Background: an optimization exercise with open tools, aiming at small area, a short achievable clock period and few clock cycles. Do not read the settings as production practice. Function was not checked in any run shown here: the RTL went through the layout flow alone. Power is estimated from default activity; no workload was simulated.

[design/flow/config.mk]
export PLATFORM = sky130hd
export DESIGN_NAME = mips_core
export DESIGN_NICKNAME = mips_core
export VERILOG_FILES = /design/flow/design.v
export SDC_FILE = /design/flow/constraint.sdc
export NUM_CORES = 4
export LEC_CHECK = 0
export CAP_MARGIN = 20
export CORE_MARGIN = 2
export CORE_UTILIZATION = 50
export PLACE_DENSITY = 0.6
export SETUP_SLACK_MARGIN = 5
export SLEW_MARGIN = 20
[design/flow/design.v]
`timescale 1ns/10ps
package mips_pkg;
  typedef logic [31:0] word_t;
  typedef logic [4:0]  regbits_t;
  typedef logic [15:0] imm16_t;
  typedef enum logic [5:0] {
    RTYPE = 6'b000000,
    ADDIU = 6'b001001,
    SLTI  = 6'b001010,
    SLTIU = 6'b001011,
    ANDI  = 6'b001100,
    ORI   = 6'b001101,
    XORI  = 6'b001110,
    LUI   = 6'b001111,
    HALT  = 6'b111111
  } opcode_t;
  typedef enum logic [5:0] {
    SLL  = 6'b000000,
    SRL  = 6'b000010,
    ADDU = 6'b100001,
    SUBU = 6'b100011,
    AND  = 6'b100100,
    OR   = 6'b100101,
    XOR  = 6'b100110,
    NOR  = 6'b100111,
    SLT  = 6'b101010,
    SLTU = 6'b101011
  } funct_t;
  typedef enum logic [3:0] {
    ALU_SLL,
    ALU_SRL,
    ALU_ADD,
    ALU_SUB,
    ALU_AND,
    ALU_OR,
    ALU_XOR,
    ALU_NOR,
    ALU_SLT,
    ALU_SLTU
  } aluop_t;
  typedef struct packed {
    logic  cyc;
    logic  stb;
    logic  we;
    word_t adr;
  } wb_req_t;
  typedef struct packed {
    logic  ack;
    word_t dat;
  } wb_rsp_t;
  typedef struct packed {
    word_t pc;
    word_t instr;
  } fetch_item_t;
  typedef struct packed {
    logic     valid;
    regbits_t wsel;
    word_t    wdata;
  } retire_t;
endpackage
`timescale 1ns/10ps
`timescale 1ns/10ps
`timescale 1ns/10ps
module register_file (
  input  logic        CLK,
  input  logic        nRST,
  input  logic        wen_i,
  input  logic [4:0]  wsel_i,
  input  logic [31:0] wdat_i,
  input  logic [4:0]  rsel1_i,
  input  logic [4:0]  rsel2_i,
  output logic [31:0] rdat1_o,
  output logic [31:0] rdat2_o
);
  logic [31:0] regs [1:31];
  logic [31:1] valid;
  always_ff @(posedge CLK, negedge nRST) begin
    if (!nRST) begin
      valid <= '0;
    end else if (wen_i) begin
      valid[wsel_i] <= 1'b1;
    end
  end
  always_ff @(posedge CLK) begin
    if (wen_i) begin
      regs[wsel_i] <= wdat_i;
    end
  end
  always_comb begin
    rdat1_o = '0;
    rdat2_o = '0;
    for (int i = 1; i < 32; i++) begin
      rdat1_o = rdat1_o | ({32{(rsel1_i == 5'(i)) && valid[i]}} & regs[i]);
      rdat2_o = rdat2_o | ({32{(rsel2_i == 5'(i)) && valid[i]}} & regs[i]);
    end
  end
endmodule
`timescale 1ns/10ps
module alu (
  input  logic [31:0] a_i,
  input  logic [31:0] b_i,
  input  logic [4:0]  sh_i,
  input  logic        add_i,
  input  logic        sub_i,
  input  logic        and_i,
  input  logic        or_i,
  input  logic        xor_i,
  input  logic        nor_i,
  input  logic        slt_i,
  input  logic        sltu_i,
  input  logic        sll_i,
  input  logic        srl_i,
  output logic [31:0] out_o
);
  logic        inv;
  logic [32:0] sum;
  logic        lt, ltu;
  assign inv = sub_i | slt_i | sltu_i;
  assign sum = {1'b0, a_i} + {1'b0, b_i ^ {32{inv}}} + {32'b0, inv};
  assign ltu = !sum[32];
  assign lt  = (a_i[31] ^ b_i[31]) ? a_i[31] : sum[31];
  assign out_o = ({32{add_i | sub_i}} & sum[31:0])
               | ({32{and_i}} & (a_i & b_i))
               | ({32{or_i}}  & (a_i | b_i))
               | ({32{xor_i}} & (a_i ^ b_i))
               | ({32{nor_i}} & ~(a_i | b_i))
               | ({32{sll_i}} & (b_i << sh_i))
               | ({32{srl_i}} & (b_i >> sh_i))
               | {31'b0, (slt_i & lt) | (sltu_i & ltu)};
endmodule
`timescale 1ns/10ps
`timescale 1ns/10ps
module mips_core (
  input  logic              CLK,
  input  logic              nRST,
  output logic [34:0]       wb_req_o,
  input  logic [32:0]       wb_rsp_i,
  output logic [37:0]       retire_o,
  output logic              halt_o
);
  logic        ack;
  logic [31:0] dat;
  assign ack = wb_rsp_i[32];
  assign dat = wb_rsp_i[31:0];
  logic        run_q, done_q;
  logic [29:0] pc_q;
  logic        accept, halt_word;
  assign accept    = run_q && ack;
  assign halt_word = (dat[31:26] == 6'b111111);
  always_ff @(posedge CLK, negedge nRST) begin
    if (!nRST) begin
      run_q  <= 1'b0;
      done_q <= 1'b0;
      pc_q   <= '0;
    end else begin
      if (accept && halt_word) done_q <= 1'b1;
      run_q <= !(done_q || (accept && halt_word));
      if (accept) pc_q <= pc_q + 30'd1;
    end
  end
  assign wb_req_o = {run_q, run_q, 1'b0, pc_q, 2'b00};
  logic        ir_v_q;
  logic [31:0] ir_q;
  always_ff @(posedge CLK, negedge nRST) begin
    if (!nRST) ir_v_q <= 1'b0;
    else       ir_v_q <= accept;
  end
  always_ff @(posedge CLK) begin
    ir_q <= dat;
  end
  logic [5:0]  op, fn;
  logic [4:0]  rs, rt, rd, dst;
  logic [15:0] imm;
  logic        is_r, wr, use_imm, sext, is_lui, is_halt;
  logic        d_add, d_sub, d_and, d_or, d_xor, d_nor, d_slt, d_sltu, d_sll, d_srl;
  assign op  = ir_q[31:26];
  assign fn  = ir_q[5:0];
  assign rs  = ir_q[25:21];
  assign rt  = ir_q[20:16];
  assign rd  = ir_q[15:11];
  assign imm = ir_q[15:0];
  always_comb begin
    is_r    = (op == 6'b000000);
    use_imm = 1'b1;
    sext    = 1'b0;
    is_lui  = 1'b0;
    is_halt = (op == 6'b111111);
    wr      = 1'b1;
    {d_add, d_sub, d_and, d_or, d_xor, d_nor, d_slt, d_sltu, d_sll, d_srl} = '0;
    case (op)
      6'b000000: begin
        use_imm = 1'b0;
        case (fn)
          6'b000000: d_sll  = 1'b1;
          6'b000010: d_srl  = 1'b1;
          6'b100001: d_add  = 1'b1;
          6'b100011: d_sub  = 1'b1;
          6'b100100: d_and  = 1'b1;
          6'b100101: d_or   = 1'b1;
          6'b100110: d_xor  = 1'b1;
          6'b100111: d_nor  = 1'b1;
          6'b101010: d_slt  = 1'b1;
          6'b101011: d_sltu = 1'b1;
          default:   wr     = 1'b0;
        endcase
      end
      6'b001001: begin d_add  = 1'b1; sext = 1'b1; end
      6'b001010: begin d_slt  = 1'b1; sext = 1'b1; end
      6'b001011: begin d_sltu = 1'b1; sext = 1'b1; end
      6'b001100: d_and = 1'b1;
      6'b001101: d_or  = 1'b1;
      6'b001110: d_xor = 1'b1;
      6'b001111: begin d_or = 1'b1; is_lui = 1'b1; end
      default:   wr = 1'b0;
    endcase
  end
  assign dst = is_r ? rd : rt;
  logic        ex_wr_q, ex_halt_q;
  logic [4:0]  ex_dst_q, ex_sh_q;
  logic [31:0] ex_a_q, ex_b_q;
  logic        ex_add_q, ex_sub_q, ex_and_q, ex_or_q, ex_xor_q, ex_nor_q;
  logic        ex_slt_q, ex_sltu_q, ex_sll_q, ex_srl_q;
  logic        wb_v_q;
  logic [4:0]  wb_dst_q;
  logic [31:0] wb_dat_q;
  logic [31:0] ex_res;
  logic [31:0] rf_a, rf_b;
  register_file i_register_file (
    .CLK     (CLK),
    .nRST    (nRST),
    .wen_i   (wb_v_q),
    .wsel_i  (wb_dst_q),
    .wdat_i  (wb_dat_q),
    .rsel1_i (rs),
    .rsel2_i (rt),
    .rdat1_o (rf_a),
    .rdat2_o (rf_b)
  );
  logic        fa_ex, fa_wb, fb_ex, fb_wb;
  logic [31:0] opa, opb, imm_ext;
  assign fa_ex = ex_wr_q && (ex_dst_q == rs);
  assign fa_wb = wb_v_q  && (wb_dst_q == rs);
  assign fb_ex = ex_wr_q && (ex_dst_q == rt);
  assign fb_wb = wb_v_q  && (wb_dst_q == rt);
  always_comb begin
    if (is_lui)      opa = '0;
    else if (fa_ex)  opa = ex_res;
    else if (fa_wb)  opa = wb_dat_q;
    else             opa = rf_a;
  end
  assign imm_ext = is_lui ? {imm, 16'h0000} : {{16{sext & imm[15]}}, imm};
  always_comb begin
    if (use_imm)     opb = imm_ext;
    else if (fb_ex)  opb = ex_res;
    else if (fb_wb)  opb = wb_dat_q;
    else             opb = rf_b;
  end
  always_ff @(posedge CLK, negedge nRST) begin
    if (!nRST) begin
      ex_wr_q   <= 1'b0;
      ex_halt_q <= 1'b0;
    end else begin
      ex_wr_q   <= ir_v_q && wr && (dst != 5'd0);
      ex_halt_q <= (ir_v_q && is_halt) || ex_halt_q;
    end
  end
  always_ff @(posedge CLK) begin
    ex_dst_q  <= dst;
    ex_sh_q   <= ir_q[10:6];
    ex_a_q    <= opa;
    ex_b_q    <= opb;
    ex_add_q  <= d_add;
    ex_sub_q  <= d_sub;
    ex_and_q  <= d_and;
    ex_or_q   <= d_or;
    ex_xor_q  <= d_xor;
    ex_nor_q  <= d_nor;
    ex_slt_q  <= d_slt;
    ex_sltu_q <= d_sltu;
    ex_sll_q  <= d_sll;
    ex_srl_q  <= d_srl;
  end
  alu i_alu (
    .a_i    (ex_a_q),
    .b_i    (ex_b_q),
    .sh_i   (ex_sh_q),
    .add_i  (ex_add_q),
    .sub_i  (ex_sub_q),
    .and_i  (ex_and_q),
    .or_i   (ex_or_q),
    .xor_i  (ex_xor_q),
    .nor_i  (ex_nor_q),
    .slt_i  (ex_slt_q),
    .sltu_i (ex_sltu_q),
    .sll_i  (ex_sll_q),
    .srl_i  (ex_srl_q),
    .out_o  (ex_res)
  );
  logic halt_q;
  always_ff @(posedge CLK, negedge nRST) begin
    if (!nRST) begin
      wb_v_q <= 1'b0;
      halt_q <= 1'b0;
    end else begin
      wb_v_q <= ex_wr_q;
      if (ex_halt_q) halt_q <= 1'b1;
    end
  end
  always_ff @(posedge CLK) begin
    wb_dst_q <= ex_dst_q;
    wb_dat_q <= ex_res;
  end
  assign retire_o = {wb_v_q, wb_dst_q, wb_dat_q};
  assign halt_o   = halt_q;
endmodule
[design/flow/constraint.sdc]
create_clock -name core_clock -period 10.0 [get_ports {CLK}]
set_input_delay 2.0000 -clock core_clock [delete_from_list [all_inputs] [get_ports {CLK}]]
set_output_delay 2.0000 -clock core_clock [all_outputs]
set_load 0.01 [all_outputs]
[design/flow/run.sh]
#!/bin/bash
# synth_recipe.tcl (not shown) runs the flow's synth.tcl, then flattens the netlist and writes it again
# the make line also repeats each setting of config.mk as NAME=value (left out here)
make -C /OpenROAD-flow-scripts/flow DESIGN_CONFIG=/design/flow/config.mk WORK_HOME=/design/flow/orfs CLKGATE_MAP_FILE= SYNTH_SCRIPT=/design/flow/synth_recipe.tcl finish
==> reports/qor.csv, run 1 <==
stage,metric,value,unit
outcome,status,timing/DRC/antenna clean,
synthesis,top post-synthesis cells by area,"edfxtp_1, dfxtp_1, a22oi_1, a221oi_1, a22o_1",
timing,slack of the critical path,5.29,ns
final_layout,layout cell share with drive strength beyond 1,12.2,%
grt,vias in the first global route,45756,
timing,setup violators final,0,
synthesis,Synth Area in Compound Gates,20.4,%
placed_design,DP HPWL,160,mm
timing,Setup TNS,0,ns
synthesis,average size of a mapped cell,12.8,um2
clock_tree,total CTS buffers,130,
worst_setup_path,crit path capture type,primary output,
min_path,Hold Crit Class,reg -> reg,
synthesis,main combinational cell family by area after synthesis,compound AO/OA/AOI/OAI gates,
clock_tree,# H-tree levels,4,
synthesis,Netlist cell types,87,
clock_tree,Worst-path clk slew,0.06,ns
synthesis,mux cell area share after synthesis,3.43,%
grt,total congestion overflow,0,
routing,DRT iter0 DRCs,10387,
final_layout,final-stage net count,4610,
clock_tree,Longest Clk Path Bufs,3,
synthesis,synthesis-stage register bit count,1213,
worst_setup_path,Buf/Inv on CP,1,
clock_tree,Worst-Skew Late Latency,0.79,ns
worst_setup_path,Worst EP required,8.00,ns
worst_setup_path,CP max-delay cell,dfxtp_1,
clock_tree,CTS Root Cell,clkbuf_16,
worst_setup_path,Crit Path Class,reg -> out,
routing,DRC,0,
final_layout,"commonest non-fill, non-tap cell in the layout",edfxtp_1,
clock_tree,setup bufs post-CTS,0,
placed_design,IO buf count,105,
timing,fmax,0.212,GHz
routing,drt first pass iters,12,
final_layout,most frequent cells in the layout,"edfxtp_1, a22oi_1, a221oi_1",
placed_design,Placed Cells,5834,
timing,Final Critical Period,4.71,ns
routing,Routed WL,278,mm
floorplanning,Core ar.,113000,um2
timing,Hold Worst Slack,0.398,ns
synthesis,Ys Warns,2,
synthesis,register area share after synthesis,60.6,%
placed_design,post-place setup slack,5.31,ns
worst_setup_path,Max Fanout on Critical Path,34,
final_layout,area grow syn2layout,12.7,%
floorplanning,Cell Rows,123,
synthesis,Post-Synth Simple-Gate Area,8.08,%
clock_tree,post-CTS sizing,0,
routing,vias per cell,8.02,
timing,Slew @ Worst Pin,1.36,ns
worst_setup_path,"CP delay by family, top",flip-flops,
power_and_ir_drop,pwr/cell area,172,nW/um2
final_layout,fill count,9159,
worst_setup_path,"slowest stage delay, CP",1.09,ns
worst_setup_path,Worst setup SP type,register,
routing,via count,48695,
power_and_ir_drop,worst vdd ir,0.000181,V
floorplanning,Die Span Y,342,um
synthesis,"EDFF count, synth",992,
synthesis,Syn Std Cell Area,57000,um2
grt,GRT Total Usage,46.8,%
synthesis,Syn Inst Count,4464,
routing,DRT antenna net count,0,
power_and_ir_drop,LEAKAGE,21.6,nW
floorplanning,Initial Utilization,50.6,%
timing,slew margin rel.,8.75,%
grt,pin count of the biggest net entering global routing,71,
synthesis,leading area contributor after synthesis,edfxtp_1,
routing,average routed wire per standard cell,45.8,um
worst_setup_path,Crit path arrival time,2.71,ns
timing,Fin. Hold Viols,0,
floorplanning,chip width,342,um
placed_design,placed standard-cell area,59900,um2
synthesis,Synth Area in XOR/XNOR,1.54,%
final_layout,final std cells w/o fill,6075,
synthesis,Synth Flop Type,edfxtp_1,
flow_run,maxcap violations,0,
clock_tree,# clock sinks,1213,
timing,final max-slew violation count,0,
grt,initial antenna violation count,15,
grt,first-pass GRT wire length,375,mm
timing,period utilization,47.1,%
clock_tree,CTS tree,yes,
floorplanning,DIE AREA,117000,um2
synthesis,adder-cell area share of the yosys netlist,2.40,%
synthesis,top cell type's share of synthesized area,52.2,%
timing,unrepaired setup endpoints after global routing,false,
floorplanning,io pins,109,
clock_tree,hold_buf cts,0,
synthesis,Async SR Flop Fraction,5.61,%
timing,Setup Skew,0.0320,ns
placed_design,Placer Congestion,1.00,
final_layout,post-route cell area,64300,um2
worst_setup_path,crit-path cells,clkdlybuf4s50_1,
flip-flops by register name, indices dropped and copies added (netlist names), 30 cells and up:
name / flops
ex_a_q: 32
ex_b_q: 32
i_register_file.regs: 992
i_register_file.valid: 31
ir_q: 32
pc_q: 30
wb_dat_q: 32
through the flow:
| stage | utilization, % | total power (W) |
|---|---|---|
| finish | 57.0 | 0.0110 |
| CTS | 56.9 | 0.0110 |
| global placement | 53.1 | 0.00621 |
| detailed placement | 53.1 | 0.00621 |
| global route | 57.0 | 0.0113 |
| floorplan | - | 0.00596 |
worst paths after layout:
path                                            end  cells after the start  slack [ns]    startpoint
min in group asynchronous  i_register_file.valid[2]                      1        1.33          nRST
min                                     wb_dst_q[0]                      0        0.40   ex_dst_q[0]
max                                    retire_o[24]                      1        5.29  wb_dat_q[24]
max in group asynchronous                   pc_q[3]                      1        8.08          nRST
min reg2reg                             wb_dst_q[0]                      0        0.40   ex_dst_q[0]
max reg2reg                              ex_b_q[30]                      9        5.54      ir_q[17]
cell type report:
type	count	area (um2)	area share, %
sequential	1213	34600	53.8
multi-input combinational	2741	20800	32.4
clock buffer	176	3610	5.62
timing repair buffer	273	2310	3.59
tap	1500	1880	2.92
clock inverter	55	682	1.06
inverter	107	402	0.625
antenna	10	25.0	0.0389
metal layers:
layer | routed length, um | part of all wire, % | vias to the layer above | track usage, %
met4 | 25600 | 9.2 | 26 | 32.9
met2 | 113000 | 40 | 5236 | 65.6
li1 | - | - | 18245 | -
met1 | 90400 | 32 | 23570 | 55.8
met3 | 49200 | 18 | 1618 | 23.2
met5 | 639 | 0.23 | - | 2.04
Yosys cell counts (24+ instances only):
library cell / n
edfxtp_1: 992
a22oi_1: 404
a221oi_1: 287
clkbuf_1: 284
a22o_1: 273
nand2_1: 187
nor2_1: 175
dfxtp_1: 153
nand4_1: 138
nand3_1: 114
a21oi_1: 108
ha_1: 108
inv_1: 106
o21ai_0: 103
nor3_1: 86
xnor2_1: 73
and3_1: 72
buf_1: 69
dfrtp_1: 68
mux2i_1: 67
a222oi_1: 51
mux4_2: 45
buf_2: 41
a21o_1: 32
xor2_1: 27
o22ai_1: 26
a211oi_1: 24
mux2_2: 24
logic make-up after synthesis:
logic type	count (synthesis)
AO/OA/AOI/OAI	1487
XOR/XNOR	100
adder cells (fa/ha/maj)	109
buffers and inverters	512
flip-flops	1213
multiplexers	136
other	1
AND/OR/NAND/NOR	906
report_power, final:
group / leakage (nW) / internal (W) / total [W] / switching, W
clock network: 2.07 / 0.00279 / 0.00491 / 0.00212
logic: 9.21 / 0.000214 / 0.000557 / 0.000343
registers: 10.4 / 0.00547 / 0.00558 / 0.000109
==> inputs of run 2 (changes only) <==
--- a/design/flow/config.mk
+++ b/design/flow/config.mk
@@ -8,6 +8,5 @@
 export CAP_MARGIN = 20
 export CORE_MARGIN = 2
-export CORE_UTILIZATION = 50
-export PLACE_DENSITY = 0.6
-export SETUP_SLACK_MARGIN = 5
+export CORE_UTILIZATION = 25
+export PLACE_DENSITY = 0.4
 export SLEW_MARGIN = 20
==> run 2 against run 1 <==
  * First-iteration DRC count shrank 10%
  * Register-to-register slack lost 0.43 ns
  * Worst hold slack lost 0.012 ns
  * Core utilization shrank 27 points
  * Die area grew 99%
  * Flip-flop and latch count is the same
  * Routed wire length grew 17%
  * Critical path type is now reg -> reg
  * Largest power group is now clock
==> reports/qor.csv, run 2 <==
stage,metric,value,unit,change
outcome,status,timing/DRC/antenna clean,,unchanged
final_layout,"Core Util, Final",29.6,%,was 57.0%
floorplanning,io pins,109,,unchanged
min_path,Worst Hold Launch,ex_dst_q[0],,unchanged
clock_tree,Worst-path clk slew,0.06,ns,about the same
routing,Routed WL,325,mm,was 278 mm
min_path,Worst Hold Depth,0,,unchanged
routing,vias per cell,6.39,,was 8.02
worst_setup_path,Worst EP required,10.73,ns,was 8.00 ns
power_and_ir_drop,worst vdd ir,0.000188,V,was 0.000181 V
routing,DRT antenna net count,0,,unchanged
clock_tree,total CTS buffers,142,,was 130
worst_setup_path,crit-path cells,inv_1 > ha_1 > nor2_1 > o21ai_0 > a21oi_1 > a31oi_1 > nor2_1 > nand3_1 > ha_1 > or4b_2 > nor3_1 > nand4_1 > nor2b_1 > nor3b_1 > a21o_1,,was clkdlybuf4s50_1
floorplanning,Initial Utilization,25.1,%,was 50.6%
clock_tree,Worst-Skew Late Latency,0.84,ns,was 0.79 ns
synthesis,leading area contributor after synthesis,edfxtp_1,,unchanged
power_and_ir_drop,pwr/cell area,176,nW/um2,was 172 nW/um2
timing,Final Critical Period,4.89,ns,was 4.71 ns
final_layout,max FFs per register,992,,unchanged
final_layout,final std cells w/o fill,7640,,was 6075
final_layout,area grow syn2layout,17.7,%,was 12.7%
routing,DRC,0,,unchanged
clock_tree,setup bufs post-CTS,0,,unchanged
synthesis,"EDFF count, synth",992,,unchanged
min_path,Hold Crit Class,reg -> reg,,unchanged
routing,average routed wire per standard cell,42.5,um,was 45.8 um
synthesis,Async SR Flop Fraction,5.61,%,unchanged
worst_setup_path,Crit path arrival time,5.62,ns,was 2.71 ns
worst_setup_path,R2R depth,15,,was 9
timing,setup violators final,0,,unchanged
timing,Slew @ Worst Pin,1.30,ns,was 1.36 ns
power_and_ir_drop,LEAKAGE,22.1,nW,was 21.6 nW
worst_setup_path,RR Startpoint,wb_dst_q[0],,was ir_q[17]
final_layout,largest register by flop count,i_register_file.regs,,unchanged
grt,pin count of the biggest net entering global routing,70,,was 71
timing,final max-slew violation count,0,,unchanged
synthesis,average size of a mapped cell,12.8,um2,unchanged
floorplanning,Cell Rows,175,,was 123
floorplanning,Die Span Y,482,um,was 342 um
clock_tree,CTS Root Cell,clkbuf_16,,unchanged
synthesis,Netlist cell types,87,,unchanged
worst_setup_path,Crit Path Class,reg -> reg,,was reg -> out
worst_setup_path,Worst setup SP type,register,,unchanged
synthesis,top cell type's share of synthesized area,52.2,%,unchanged
final_layout,Reg area,34600,um2,about the same
final_layout,layout cell share with drive strength beyond 1,13.3,%,was 12.2%
clock_tree,# clock sinks,1213,,unchanged
worst_setup_path,Max Fanout on Critical Path,19,,was 34
placed_design,Placer Congestion,0.942,,was 1.00
final_layout,final-stage net count,4649,,was 4610
grt,total congestion overflow,0,,unchanged
worst_setup_path,"slowest stage delay, CP",0.78,ns,was 1.09 ns
timing,Fin. Hold Viols,0,,unchanged
placed_design,DP HPWL,191,mm,was 160 mm
floorplanning,chip width,482,um,was 342 um
synthesis,most numerous cell in the Yosys netlist,edfxtp_1,,unchanged
worst_setup_path,CP max-delay cell,dfxtp_1,,unchanged
placed_design,Placed Cells,7369,,was 5834
grt,GRT Total Usage,27.1,%,was 46.8%
routing,DRT iter0 DRCs,9341,,was 10387
synthesis,register area share after synthesis,60.6,%,unchanged
flow_run,maxcap violations,0,,unchanged
synthesis,synthesis-stage register bit count,1213,,unchanged
synthesis,Ys Warns,2,,unchanged
clock_tree,Longest Clk Path Bufs,3,,unchanged
clock_tree,# H-tree levels,4,,unchanged
final_layout,fill count,22830,,was 9159
timing,fmax,0.204,GHz,was 0.212 GHz
grt,first-pass GRT wire length,428,mm,was 375 mm
placed_design,IO buf count,105,,unchanged
timing,Setup Skew,0.0767,ns,was 0.0320 ns
worst_setup_path,crit path capture type,register,,was primary output
worst_setup_path,CP Launch Point,wb_dst_q[0],,was wb_dat_q[24]
synthesis,top post-synthesis cells by area,"edfxtp_1, dfxtp_1, a22oi_1, a221oi_1, a22o_1",,unchanged
routing,via count,48821,,was 48695
synthesis,Synth Flop Type,edfxtp_1,,unchanged
synthesis,most common library cells after synthesis,"edfxtp_1, a22oi_1, a221oi_1",,unchanged
floorplanning,Core ar.,227000,um2,was 113000 um2
worst_setup_path,Buf/Inv on CP,1,,unchanged
grt,initial antenna violation count,21,,was 15
clock_tree,post-CTS sizing,0,,unchanged
final_layout,multi-input logic area,20900,um2,was 20800 um2
synthesis,Syn Std Cell Area,57000,um2,unchanged
timing,slew margin rel.,13.0,%,was 8.75%
floorplanning,DIE AREA,232000,um2,was 117000 um2
synthesis,Syn Inst Count,4464,,unchanged
routing,drt first pass iters,10,,was 12
timing,period utilization,48.9,%,was 47.1%
timing,Setup TNS,0,ns,unchanged
timing,unrepaired setup endpoints after global routing,false,,unchanged
worst_setup_path,critical path depth in cells,15,,was 1
clock_tree,CTS tree,yes,,unchanged
worst_setup_path,"CP delay by family, top",simple AND/OR/NAND/NOR gates,,was flip-flops
clock_tree,hold_buf cts,0,,unchanged
grt,vias in the first global route,45777,,was 45756
final_layout,"commonest non-fill, non-tap cell in the layout",edfxtp_1,,unchanged
final_layout,most frequent cells in the layout,"edfxtp_1, a22oi_1, a221oi_1",,unchanged
-- run 2: changes by cell type in the layout (fill, tap and decap cells not counted), sizes merged --
cell / previous run / this run
clkinv: 37 / 47
clkinvlp: 3 / 5
clkbuf: 176 / 179
diode: 10 / 9
inv: 113 / 115
bufinv: 9 / 22
buf: 169 / 196
-- run 2: per-layer routing --
layer  routed length [um]  global-route usage, %  up-vias
met4                19400                   13.6       14
li1                     -                      -    18358
met1               127000                   35.7    25290
met3                38700                   8.04     1008
met5                  156                  0.228        -
met2               139000                   40.3     4151
-- run 2: path summary, 6_finish.rpt --
kind / to / slack (ns)
max in group asynchronous: pc_q[25] / 8.25
worst max-delay path: i_register_file.valid[23] / 5.11
worst min register to register: wb_dst_q[0] / 0.39
worst max register to register: i_register_file.valid[23] / 5.11
worst min-delay path: wb_dst_q[0] / 0.39
min in group asynchronous: i_register_file.valid[10] / 1.13
-- run 2: worst reg2reg max path, cell delays in order (launching register included) --
cell and delay, ns:
dfxtp_1 0.78, inv_1 0.30, ha_1 0.35, nor2_1 0.19, o21ai_0 0.11, a21oi_1 0.16
a31oi_1 0.06, nor2_1 0.34, nand3_1 0.13, ha_1 0.34, or4b_2 0.68, nor3_1 0.21
nand4_1 0.21, nor2b_1 0.30, nor3b_1 0.48, a21o_1 0.19
-- run 2: kinds of logic (layout without fill, tap and decap cells) --
family          after synthesis  in the layout  synth area share (%)
fa+ha+maj                   109            109                  2.40
other cells                   1             12               0.00658
buf+inv                     512            668                  3.54
mux                         136            136                  3.43
flops                      1213           1213                  60.6
simple gates                906            906                  8.08
compound gates             1487           1487                  20.4
xor+xnor                    100            100                  1.54
-- run 2: power breakdown --
group | total (W) | switching [W] | internal (W)
Combinational | 0.000591 | 0.000373 | 0.000218
Clock | 0.00563 | 0.00234 | 0.00329
Sequential | 0.00557 | 0.000104 | 0.00547
-- run 2: area by class of cell --
class	count	area share, %
Inverter	107	0.598
Antenna cell	9	0.0335
Multi-Input combinational cell	2741	31.1
Timing Repair Buffer	300	3.79
Sequential cell	1213	51.5
Clock inverter	82	1.82
Tap cell	3009	5.61
Clock buffer	179	5.62
-- run 2: metrics by stage --
step / setup WS, ns / hold slack, ns / power (W) / instance area (um2)
finish: 5.11 / 0.386 / 0.0118 / 67100
global route: 4.64 / 0.396 / 0.0121 / 67100
CTS: 5.20 / 0.388 / 0.0118 / 67100
detailed placement: 5.21 / 0.382 / 0.00625 / 62100
global placement: 5.03 / 0.386 / 0.00626 / 62100
floorplan: 5.76 / 0.344 / 0.00596 / 57000

[afterwards: timing with drivers on the ports]
The results above use ideal ports. As a check the final layouts listed here were re-extracted and re-timed, cells and wires unchanged. Step 1 sets driving cells, clkbuf_16 on the clock port and buf_2 on the other inputs (assumed; they add their load-dependent delay and slew). Step 2, shift: input delay + t, output delay - t, t = (earliest + latest rising clock arrival at the registers) / 2. This alone moves slack from input paths to output paths. Slacks: ideal ports / drivers / drivers and shift; pairs: ideal ports / drivers.
run	shift t [ns]	setup WS [ns]	worst register clock-pin slew, ns	worst data-port slew with drivers (ns)
run 1	0.860	5.293 / 5.212 / 5.537	0.08 / 0.08	0.04
run 2	0.893	5.109 / 5.109 / 5.109	0.07 / 0.07	0.06
After both steps every run listed still meets setup and hold.
